Source: an optimization exercise on an open RTL-to-GDS flow (aim: small area, a short achievable clock period and few clock cycles per item). Production flows keep margins and buffers that such runs may drop.
Only simulation tests tie the RTL to the original design; equivalence was not proved.
No activity file was given, so power comes from the tool's default toggle rates.

Setup of v30:
Design rv32_exec_cluster, start of the top module:
module rv32_exec_cluster (
    input  logic                   clk_i,
    input  logic                   rst_n_i,
    input  logic                   issue_valid_i,
    input  rv32_isa_pkg::exec_op_e issue_op_i,
    input  logic [32-1:0]       issue_a_i,
    input  logic [32-1:0]       issue_b_i,
    input  rv32_flow_pkg::tag_t    issue_tag_i,
    output logic                   issue_credit_o,
    input  logic                   res_credit_i,
    output logic                   res_valid_o,
    output rv32_flow_pkg::tag_t    res_tag_o,
    output logic [32-1:0]       res_data_o
);
Size: about 650 flip-flops, ~120 I/O pins, about 66000 um2 of cells after synthesis.
export LEC_CHECK = 0
export CAP_MARGIN = 20
export CORE_MARGIN = 2
export CORE_UTILIZATION = 30
export SLEW_MARGIN = 20
create_clock -name core_clock -period 10.0 [get_ports {clk_i}]
standard.sh (not shown) runs the stock make flow with config.mk's settings and CLKGATE_MAP_FILE= SYNTH_SCRIPT=/design/flow/synth_recipe.tcl, a recipe that flattens the netlist after the stock synthesis.
==> flow/flow/run.sh <==
#!/bin/bash
# The standard layout, with its timing repair aimed further below the clock
# period than config.mk's settings allow (a setup margin of 5.4 ns).
set -euo pipefail
bash standard.sh SETUP_SLACK_MARGIN=5.4 finish > standard_flow.log 2>&1
Testbench counts of v30, summed over its fixed seeds: cycles 12,930, items 12,000.
## Diff of input files: v23 against v30
Settings: SETUP_SLACK_MARGIN newly set to 5.
==> flow/run.sh (new file) <==
#!/bin/bash
# synth_recipe.tcl (not shown) runs the flow's synth.tcl, then flattens the netlist and writes it again
# the make line also repeats each setting of config.mk as NAME=value (left out here)
make -C /OpenROAD-flow-scripts/flow DESIGN_CONFIG=/design/flow/config.mk WORK_HOME=/design/flow/orfs CLKGATE_MAP_FILE= SYNTH_SCRIPT=/design/flow/synth_recipe.tcl finish
removed: flow/flow/run.sh
removed: flow/standard.sh
## What came out
- Against v30, worst hold slack in v23 came out better.
- v23 vs. v30: netlist area before placement ~0 delta, number of buffer and inverter stages on the critical path saw a decrease.
- Compared to v30, v23 shows a narrower setup margin.
- v23 ends up with a antenna diode count that is 7 lower than in v30.
- There was hardly any difference in clock latency at the later pin of the worst-skew pair between v23 and v30.
- Delta(area added between synthesis and finish, v23 - v30) < 0
- Compared with v30, v23 shows a lower cell depth of the worst setup path.
- v23 vs. v30: sequential share of layout area increased by 0.70 points relative to the old numbers, overall routed net length went down, signal arrival time at the worst endpoint grew by 0.26 ns.
- Having completed the whole flow, v23 delivered a layout that passed the timing, DRC and antenna checks.
- No stage failed in v30, and the final checks on the layout all came back clean.
The inputs of v31 differ from those of v23 as listed below.
Settings: changing CORE_UTILIZATION from 30 to 20.
==> comparison <==
v31: done, clean on timing, DRC and antenna. Floorplan die area: v31 vs v23 up 110000 um2. v31 gives less minimum clock period than v23 did. Against v23, the final cell area of v31 is higher. Of v23 and v31, the lower non-clock buffer count belongs to v31. Going from v23 to v31, the number of cells on the critical path was found to have gone up by 2. Compare v23 and v31 | hold slack lower: v31. Between v31 and v23, it is v31 whose well-tap cell count is higher, by 1492. Critical path data arrival time (lower): v31.
Inputs modified between v31 and v57:
Settings: CORE_UTILIZATION changed from 20 to 40.
## What came out
- Run comparison: v57 slowest stage cell on the critical path sky130_fd_sc_hd__dfxtp_4; v31 slowest stage cell on the critical path sky130_fd_sc_hd__buf_4
- From v31 to v57 the numbers moved as follows: number of tap cells inserted went down; buffer count from post-CTS setup fixing saw an increase; sequential power share about even.
- In v57, shortest clock period the worst path allows after layout is higher than in v31.
What v35 does differently from v57 at the input level:
Settings: SETUP_SLACK_MARGIN removed (was 5).
==> flow/flow/run.sh (new file) <==
#!/bin/bash
# The standard layout, with its timing repair aimed further below the clock
# period than config.mk's settings allow (a setup margin of 5.4 ns).
set -euo pipefail
bash standard.sh SETUP_SLACK_MARGIN=5.4 finish > standard_flow.log 2>&1
==> flow/standard.sh (new file) <==
#!/bin/bash
# synth_recipe.tcl (not shown) runs the flow's synth.tcl, then flattens the netlist and writes it again
# the make line also repeats each setting of config.mk as NAME=value (left out here)
make -C /OpenROAD-flow-scripts/flow DESIGN_CONFIG=/design/flow/config.mk WORK_HOME=/design/flow/orfs CLKGATE_MAP_FILE= SYNTH_SCRIPT=/design/flow/synth_recipe.tcl "${@:-finish}"
removed: flow/run.sh
==> run summary <==
v35 reports its capture point of the worst path as rv32_div_i.d[23] while v57 reports rv32_mul_pipe_i.m_c[30]. Looking only at global-route usage, and setting everything else aside, the lower value of v35 and v57 goes to v57. Via density per instance (v35 vs. v57) increases slightly. Overall via count from detail_route (v35 vs. v57) increases slightly. Per the comparison of v35 with v57, number of inserted filler cells in the final layout held steady; HPWL after detailed placement held steady.

port drivers added, routing unchanged:
Ports are ideal in the flow. The routed layouts listed here were re-timed in OpenROAD. Step 1 sets driving cells, clkbuf_16 on the clock port and buf_2 on the other inputs (assumed; they add their load-dependent delay and slew). Step 2 moves the port delays by t, midway between the first and last clock arrival at a register: inputs arrive t later, outputs are due t later. That takes back most of the time a late clock gives input paths. Slacks: ideal / step 1 / step 2; pairs: ideal / step 1.
run | shift t [ns] | slack for setup (ns) | worst setup path at the end | cell pins on the clock port's net
v30 | 0.814 | 5.293 / 5.293 / 5.293 | register to register | 1
v23 | 0.803 | 5.039 / 5.039 / 5.039 | register to register | 1
v31 | 0.800 | 5.064 / 5.051 / 5.064 | register to register | 1
v57 | 0.789 | 5.053 / 4.999 / 5.053 | register to register | 1
v35 | 0.780 | 5.331 / 5.331 / 5.331 | register to register | 1
After both steps every run listed still meets setup and hold.
